This design comes from an exercise in tuning for small area on the open sky130 flow, not from production work.
Only simulation tests tie the RTL to the original design; equivalence was not proved.
The clock port is modelled as an ideal driver; clocking choices that lean on that would not hold on a real chip.
No activity file was given, so power comes from the tool's default toggle rates.

==> flow/design.v (excerpt) <==
module rf_scoreboard
#(
   parameter int unsigned XLEN   = rf_pkg::XLEN_DEF,
   parameter int unsigned NREGS  = rf_pkg::NREGS_DEF,
   parameter int unsigned NRD    = rf_pkg::NRD_DEF,
   parameter int unsigned BYPASS = 1,
   localparam int unsigned AW    = rf_pkg::rf_addr_width(NREGS)
) (
   input  logic                clk,
   input  logic                rst_n,
   input  logic [NRD*AW-1:0]   RF_ADR,
   output logic [NRD*XLEN-1:0] RF_RD,
   output logic [NRD-1:0]      RF_BUSY,
   input  logic                ISS_EN,
   input  logic [AW-1:0]       ISS_WA,
   input  logic                WB_EN,
   input  logic [AW-1:0]       WB_WA,
   input  logic [XLEN-1:0]     WB_WD,
   output logic                ISS_WAW,
   output logic                WB_ORPHAN,
   output logic [AW:0]         PEND_CNT
);
Size: roughly 2,500 cells after synthesis, ~130 I/O pins.
clock: 8.0 ns
lec_check: 0
cap_margin: 20
core_margin: 2
core_utilization: 60
slew_margin: 20
synth_hierarchical: 1
synth_minimum_keep_size: 0
standard.sh (not shown) runs the stock make flow with config.mk's settings and CLKGATE_MAP_FILE= SYNTH_SCRIPT=/design/flow/synth_recipe.tcl, a recipe that flattens the netlist after the stock synthesis.
==> flow/flow/run.sh <==
#!/bin/bash
# Own layout flow: the standard ORFS flow (standard.sh) with changes that only
# affect cell choice and count, not the design, constraints, power grid or tap cells:
#  - synthesis is the standard synthesis script, except that ABC maps the
#    combinational logic with an area-oriented script (flow/area.abc) and without
#    its gate upsizing; flip-flop mapping is unchanged,
#  - port buffers use the smallest buffer cell instead of a delay cell,
#  - clock tree without dummy loads, with sink clusters of up to 8 on clkbuf_4,
#  - the repair steps may not use buffers larger than buf_4 (ORFS step hooks that
#    only add set_dont_use; flow/nbb_place.tcl, flow/nbb_late.tcl).
set -euo pipefail
here=$(pwd)
export MY_ABC_SCRIPT="$here/flow/area.abc"
export BUFFER_PORTS_ARGS="-buffer_cell sky130_fd_sc_hd__buf_1"
export CTS_ARGS="-sink_clustering_enable -repair_clock_nets -dont_use_dummy_load -buf_list {sky130_fd_sc_hd__clkbuf_4} -sink_clustering_size 8 -sink_clustering_max_diameter 40"
export PRE_GLOBAL_PLACE_TCL="$here/flow/nbb_place.tcl"
export PRE_RESIZE_TCL="$here/flow/nbb_place.tcl"
export PRE_CTS_TCL="$here/flow/nbb_late.tcl"
export PRE_GLOBAL_ROUTE_TCL="$here/flow/nbb_late.tcl"
sed "s#SYNTH_SCRIPT=[^ ]*synth_recipe.tcl#SYNTH_SCRIPT=$here/flow/synth.tcl#" standard.sh > own_standard.sh
grep -q "SYNTH_SCRIPT=$here/flow/synth.tcl" own_standard.sh
bash own_standard.sh > standard_flow.log 2>&1
==> flow/flow/area.abc <==
&get -n
&st
&dch
&nf -R 1000
&st
&syn2
&if -g -K 6
&synch2
&nf -R 1000
&put
topo
==> flow/flow/nbb_late.tcl <==
# Clock tree and global route repair: no buffer larger than buf_4 (CTS uses clkbuf_4).
set_dont_use {sky130_fd_sc_hd__buf_6 sky130_fd_sc_hd__buf_8 sky130_fd_sc_hd__buf_12 sky130_fd_sc_hd__buf_16 sky130_fd_sc_hd__clkbuf_16 sky130_fd_sc_hd__bufbuf_8 sky130_fd_sc_hd__bufbuf_16 sky130_fd_sc_hd__bufinv_8 sky130_fd_sc_hd__bufinv_16}
==> flow/flow/nbb_place.tcl <==
# Placement and placement repair: no buffer larger than buf_4 / clkbuf_4.
set_dont_use {sky130_fd_sc_hd__buf_6 sky130_fd_sc_hd__buf_8 sky130_fd_sc_hd__buf_12 sky130_fd_sc_hd__buf_16 sky130_fd_sc_hd__clkbuf_8 sky130_fd_sc_hd__clkbuf_16 sky130_fd_sc_hd__bufbuf_8 sky130_fd_sc_hd__bufbuf_16 sky130_fd_sc_hd__bufinv_8 sky130_fd_sc_hd__bufinv_16}
==> flow/flow/synth.tcl <==
# Synthesis script: synth_recipe.tcl with ABC given flow/area.abc (MY_ABC_SCRIPT) in place of ORFS's script.
proc synth {args} { yosys synth -nofsm -noshare {*}$args }
proc abc {args} {
  set i [lsearch -exact $args -script]
  if {$i >= 0 && [info exists ::env(MY_ABC_SCRIPT)]} { lset args [expr {$i+1}] $::env(MY_ABC_SCRIPT) }
  yosys abc {*}$args
}
source $::env(SCRIPTS_DIR)/synth.tcl
# left out here: clear keep_hierarchy, flatten, clean up, hide names made inside functions, write 1_2_yosys.v
Edit:
--- a/flow/flow/run.sh
+++ b/flow/flow/run.sh
@@ -6,5 +6,5 @@
 #    its gate upsizing; flip-flop mapping is unchanged,
 #  - port buffers use the smallest buffer cell instead of a delay cell,
-#  - clock tree without dummy loads, with sink clusters of up to 8 on clkbuf_4,
+#  - clock tree without dummy loads, with sink clusters of up to 12 on clkbuf_8,
 #  - the repair steps may not use buffers larger than buf_4 (ORFS step hooks that
 #    only add set_dont_use; flow/nbb_place.tcl, flow/nbb_late.tcl).
@@ -13,5 +13,5 @@
 export MY_ABC_SCRIPT="$here/flow/area.abc"
 export BUFFER_PORTS_ARGS="-buffer_cell sky130_fd_sc_hd__buf_1"
-export CTS_ARGS="-sink_clustering_enable -repair_clock_nets -dont_use_dummy_load -buf_list {sky130_fd_sc_hd__clkbuf_4} -sink_clustering_size 8 -sink_clustering_max_diameter 40"
+export CTS_ARGS="-sink_clustering_enable -repair_clock_nets -dont_use_dummy_load -buf_list {sky130_fd_sc_hd__clkbuf_8} -sink_clustering_size 12 -sink_clustering_max_diameter 50"
 export PRE_GLOBAL_PLACE_TCL="$here/flow/nbb_place.tcl"
 export PRE_RESIZE_TCL="$here/flow/nbb_place.tcl"
==> flow/flow/nbb_late.tcl (replaced) <==
# Clock tree and global route repair: no buffer larger than buf_4 (CTS keeps its clkbuf_8).
set_dont_use {sky130_fd_sc_hd__buf_6 sky130_fd_sc_hd__buf_8 sky130_fd_sc_hd__buf_12 sky130_fd_sc_hd__buf_16 sky130_fd_sc_hd__clkbuf_16 sky130_fd_sc_hd__bufbuf_8 sky130_fd_sc_hd__bufbuf_16 sky130_fd_sc_hd__bufinv_8 sky130_fd_sc_hd__bufinv_16}
Effect: The new run went through all stages and came out clean. Cell count shrinks slightly. Clock skew shrinks by 6.6 ps. Setup slack degrades by 67 ps. Cell area grows slightly. Utilization grows by 0.43 points.
Edit:
--- a/flow/flow/run.sh
+++ b/flow/flow/run.sh
@@ -6,5 +6,5 @@
 #    its gate upsizing; flip-flop mapping is unchanged,
 #  - port buffers use the smallest buffer cell instead of a delay cell,
-#  - clock tree without dummy loads, with sink clusters of up to 12 on clkbuf_8,
+#  - clock tree without dummy loads, with sink clusters of up to 10 on clkbuf_4,
 #  - the repair steps may not use buffers larger than buf_4 (ORFS step hooks that
 #    only add set_dont_use; flow/nbb_place.tcl, flow/nbb_late.tcl).
@@ -13,5 +13,5 @@
 export MY_ABC_SCRIPT="$here/flow/area.abc"
 export BUFFER_PORTS_ARGS="-buffer_cell sky130_fd_sc_hd__buf_1"
-export CTS_ARGS="-sink_clustering_enable -repair_clock_nets -dont_use_dummy_load -buf_list {sky130_fd_sc_hd__clkbuf_8} -sink_clustering_size 12 -sink_clustering_max_diameter 50"
+export CTS_ARGS="-sink_clustering_enable -repair_clock_nets -dont_use_dummy_load -buf_list {sky130_fd_sc_hd__clkbuf_4} -sink_clustering_size 10 -sink_clustering_max_diameter 45"
 export PRE_GLOBAL_PLACE_TCL="$here/flow/nbb_place.tcl"
 export PRE_RESIZE_TCL="$here/flow/nbb_place.tcl"
==> flow/flow/nbb_late.tcl (replaced) <==
# Clock tree and global route repair: no buffer larger than buf_4 (CTS uses clkbuf_4).
set_dont_use {sky130_fd_sc_hd__buf_6 sky130_fd_sc_hd__buf_8 sky130_fd_sc_hd__buf_12 sky130_fd_sc_hd__buf_16 sky130_fd_sc_hd__clkbuf_16 sky130_fd_sc_hd__bufbuf_8 sky130_fd_sc_hd__bufbuf_16 sky130_fd_sc_hd__bufinv_8 sky130_fd_sc_hd__bufinv_16}
The new run went through all stages and came out clean.
Register-to-register slack barely changes.
Cell area drops by 1.0%.
Total power drops by 4.6%.
Die area does not change.
Edit:
==> flow/flow/run.sh (replaced) <==
#!/bin/bash
# Own layout flow: the standard ORFS flow (standard.sh) with changes that only
# affect cell choice and count, not the design, constraints, power grid or tap cells:
#  - synthesis is the standard synthesis script, except that ABC maps the
#    combinational logic with an area-oriented script (flow/area.abc) and without
#    its gate upsizing; flip-flop mapping is unchanged,
#  - port buffers use the smallest buffer cell instead of a delay cell,
#  - clock tree without dummy loads, with sink clusters of up to 12 on clkbuf_8,
set -euo pipefail
here=$(pwd)
export MY_ABC_SCRIPT="$here/flow/area.abc"
export BUFFER_PORTS_ARGS="-buffer_cell sky130_fd_sc_hd__buf_1"
export CTS_ARGS="-sink_clustering_enable -repair_clock_nets -dont_use_dummy_load -buf_list {sky130_fd_sc_hd__clkbuf_8} -sink_clustering_size 12 -sink_clustering_max_diameter 50"
sed "s#SYNTH_SCRIPT=[^ ]*synth_recipe.tcl#SYNTH_SCRIPT=$here/flow/synth.tcl#" standard.sh > own_standard.sh
grep -q "SYNTH_SCRIPT=$here/flow/synth.tcl" own_standard.sh
bash own_standard.sh > standard_flow.log 2>&1
--- a/flow/config.mk
+++ b/flow/config.mk
@@ -8,5 +8,5 @@
 export CAP_MARGIN = 20
 export CORE_MARGIN = 2
-export CORE_UTILIZATION = 60
+export CORE_UTILIZATION = 70
 export SLEW_MARGIN = 20
 export SYNTH_HIERARCHICAL = 1
removed: flow/flow/nbb_late.tcl
removed: flow/flow/nbb_place.tcl
Effect: The new run completed with no timing, DRC or antenna violations. Maximum frequency goes up by 2.5%. Sequential share of layout area decreases by 0.84 points. Worst hold slack stays flat. Wire length fell by 3.9%. Cell count decreases by 5.7%. Area after synthesis stays the same. Non-clock buffer count went down by 34. Critical path depth drops by 1. Count of clock-buffer cells in the layout is lower by 32.
Edit:
==> flow/flow/run.sh (replaced) <==
#!/bin/bash
# Own layout flow: the standard ORFS flow with three changes that only affect
# cell choice and count, not the design, constraints, power grid or tap cells:
#  - port buffers use the smallest buffer cell instead of a delay cell,
#  - clock tree without dummy loads, with sink clusters of up to 12 on clkbuf_8,
set -euo pipefail
export BUFFER_PORTS_ARGS="-buffer_cell sky130_fd_sc_hd__buf_1"
export CTS_ARGS="-sink_clustering_enable -repair_clock_nets -dont_use_dummy_load -buf_list {sky130_fd_sc_hd__clkbuf_8} -sink_clustering_size 12 -sink_clustering_max_diameter 50"
bash standard.sh > standard_flow.log 2>&1
--- a/flow/config.mk
+++ b/flow/config.mk
@@ -8,5 +8,5 @@
 export CAP_MARGIN = 20
 export CORE_MARGIN = 2
-export CORE_UTILIZATION = 70
+export CORE_UTILIZATION = 60
 export SLEW_MARGIN = 20
 export SYNTH_HIERARCHICAL = 1
removed: flow/flow/area.abc
removed: flow/flow/synth.tcl
Hold slack stays flat.
Global-route usage shrinks by 7.5 points.
Final area rises by 1.5%.
Area after synthesis rises by 1.4%.
Final cell count increases by 4.2%.
Edit:
==> flow/flow/run.sh (replaced) <==
#!/bin/bash
# Own layout flow: the standard ORFS flow (standard.sh) with changes that only
# affect cell choice and count, not the design, constraints, power grid or tap cells:
#  - synthesis is the standard synthesis script, except that ABC maps the
#    combinational logic with an area-oriented script (flow/area.abc) and without
#    its gate upsizing; flip-flop mapping is unchanged,
#  - port buffers use the smallest buffer cell instead of a delay cell,
#  - clock tree without dummy loads, with sink clusters of up to 12 on clkbuf_8,
set -euo pipefail
here=$(pwd)
export MY_ABC_SCRIPT="$here/flow/area.abc"
export BUFFER_PORTS_ARGS="-buffer_cell sky130_fd_sc_hd__buf_1"
export CTS_ARGS="-sink_clustering_enable -repair_clock_nets -dont_use_dummy_load -buf_list {sky130_fd_sc_hd__clkbuf_8} -sink_clustering_size 12 -sink_clustering_max_diameter 50"
sed "s#SYNTH_SCRIPT=[^ ]*synth_recipe.tcl#SYNTH_SCRIPT=$here/flow/synth.tcl#" standard.sh > own_standard.sh
grep -q "SYNTH_SCRIPT=$here/flow/synth.tcl" own_standard.sh
bash own_standard.sh > standard_flow.log 2>&1
==> flow/flow/area.abc (new file) <==
&get -n
&st
&dch
&nf -R 1000
&st
&syn2
&if -g -K 6
&synch2
&nf -R 1000
&put
topo
==> flow/flow/synth.tcl (new file) <==
# Synthesis script: synth_recipe.tcl with ABC given flow/area.abc (MY_ABC_SCRIPT) in place of ORFS's script.
proc synth {args} { yosys synth -nofsm -noshare {*}$args }
proc abc {args} {
  set i [lsearch -exact $args -script]
  if {$i >= 0 && [info exists ::env(MY_ABC_SCRIPT)]} { lset args [expr {$i+1}] $::env(MY_ABC_SCRIPT) }
  yosys abc {*}$args
}
source $::env(SCRIPTS_DIR)/synth.tcl
# left out here: clear keep_hierarchy, flatten, clean up, hide names made inside functions, write 1_2_yosys.v
Result: Maximum frequency grows by a few percent. Clock power is about the same. Routed wire length is higher by a few percent. Critical path depth came out higher by 2. Clock-buffer cell count is lower by 1. Setup slack gains 370 ps. Area after synthesis is lower slightly. Via count climbs slightly. Register-to-register slack degrades by 90 ps. Synthesized cell count hardly moves. Utilization rises by 0.99 points.

Another version of the RTL of rf_scoreboard (not shown whole).
For scale: roughly 2500 cells after synthesis, ~1100 flip-flops, ~44000 um2 of cells after synthesis.
clock: 8.0 ns
lec_check: 0
cap_margin: 20
core_margin: 2
core_utilization: 60
cts_buf_list: sky130_fd_sc_hd__clkbuf_4 sky130_fd_sc_hd__clkbuf_8
slew_margin: 20
synth_hierarchical: 1
synth_minimum_keep_size: 0
run.sh (not shown) runs the stock make flow with config.mk's settings and CLKGATE_MAP_FILE= SYNTH_SCRIPT=/design/flow/synth_recipe.tcl, a recipe that flattens the netlist after the stock synthesis.
Stock flow here: none of the scripts above is used.
The starting point went through all stages and came out clean.
Change:
==> flow/flow/run.sh (new file) <==
#!/bin/bash
# Own layout flow: the standard ORFS flow with three changes that only affect
# cell choice and count, not the design, constraints, power grid or tap cells:
#  - port buffers use the smallest buffer cell instead of a delay cell,
#  - clock tree without dummy loads, with small clock buffers,
#  - power recovery (downsizing where slack allows) after global routing.
set -euo pipefail
export BUFFER_PORTS_ARGS="-buffer_cell sky130_fd_sc_hd__buf_1"
export CTS_ARGS="-sink_clustering_enable -repair_clock_nets -dont_use_dummy_load -buf_list {sky130_fd_sc_hd__clkbuf_4 sky130_fd_sc_hd__clkbuf_8}"
export RECOVER_POWER=100
bash standard.sh > standard_flow.log 2>&1
==> flow/standard.sh (new file) <==
#!/bin/bash
# synth_recipe.tcl (not shown) runs the flow's synth.tcl, then flattens the netlist and writes it again
# the make line also repeats each setting of config.mk as NAME=value (left out here)
make -C /OpenROAD-flow-scripts/flow DESIGN_CONFIG=/design/flow/config.mk WORK_HOME=/design/flow/orfs CLKGATE_MAP_FILE= SYNTH_SCRIPT=/design/flow/synth_recipe.tcl "${@:-finish}"
Settings changed: CORE_UTILIZATION 60 to 65, CTS_BUF_LIST sky130_fd_sc_hd__clkbuf_4 sky130_fd_sc_hd__clkbuf_8 to default.
removed: flow/run.sh
Effect:
- With this change the flow completed and failed the layout checks on capacitance limit, slew limit
- routed wire length increases by 2.8%
- synthesized area stays the same
- maximum frequency increases by 1.8%
- sequential power is about the same
- die area decreases by 7.6%
- design area decreases by 4.4%
- via count increases by 2.0%
- power decreases by 7.8%
- critical path depth increases by 1

==> what the ideal ports hide <==
The flow's constraints put no driver on any port. The routed layouts listed below were extracted and timed again, unchanged, in two steps. Step 1: set_driving_cell puts a clkbuf_16 on clk and a buf_2 on each other input, an assumption about the parent block. Step 2 also shifts input and output timing later by t, the mid clock arrival at the registers, as if the neighbouring blocks saw the same clock. a / b / c = ideal / step 1 / step 2; a / b = the first two.
| run | shift t [ns] | setup WS [ns] | hold WS [ns] | latest minus earliest clock arrival (ns) | pins driven straight from the clock port |
|---|---|---|---|---|---|
| the first run of note 1 | 1.053 | 0.361 / 0.333 / 0.333 | 0.476 / 0.476 / 0.476 | 0.134 / 0.134 | 1 |
| the second run of note 1 | 0.770 | 0.294 / 0.270 / 0.270 | 0.482 / 0.482 / 0.482 | 0.121 / 0.121 | 1 |
| the third run of note 1 | 1.013 | 0.327 / 0.305 / 0.305 | 0.475 / 0.475 / 0.475 | 0.111 / 0.110 | 1 |
| the fourth run of note 1 | 0.764 | 0.512 / 0.491 / 0.491 | 0.474 / 0.474 / 0.474 | 0.121 / 0.122 | 1 |
| the fifth run of note 1 | 0.775 | 0.428 / 0.393 / 0.393 | 0.475 / 0.475 / 0.475 | 0.082 / 0.082 | 1 |
| the sixth run of note 1 | 0.795 | 0.801 / 0.769 / 0.769 | 0.490 / 0.490 / 0.490 | 0.108 / 0.107 | 1 |
| the first run of note 2 | 0.887 | 0.329 / 0.295 / 0.295 | 0.489 / 0.489 / 0.489 | 0.045 / 0.045 | 1 |
| the second run of note 2 | 0.863 | 0.466 / 0.441 / -0.022 | 0.481 / 0.481 / 0.481 | 0.079 / 0.079 | 1 |
For the second run of note 2, which loses most, drivers alone change the setup slack by -0.025 ns; drivers and shift together by -0.488 ns.
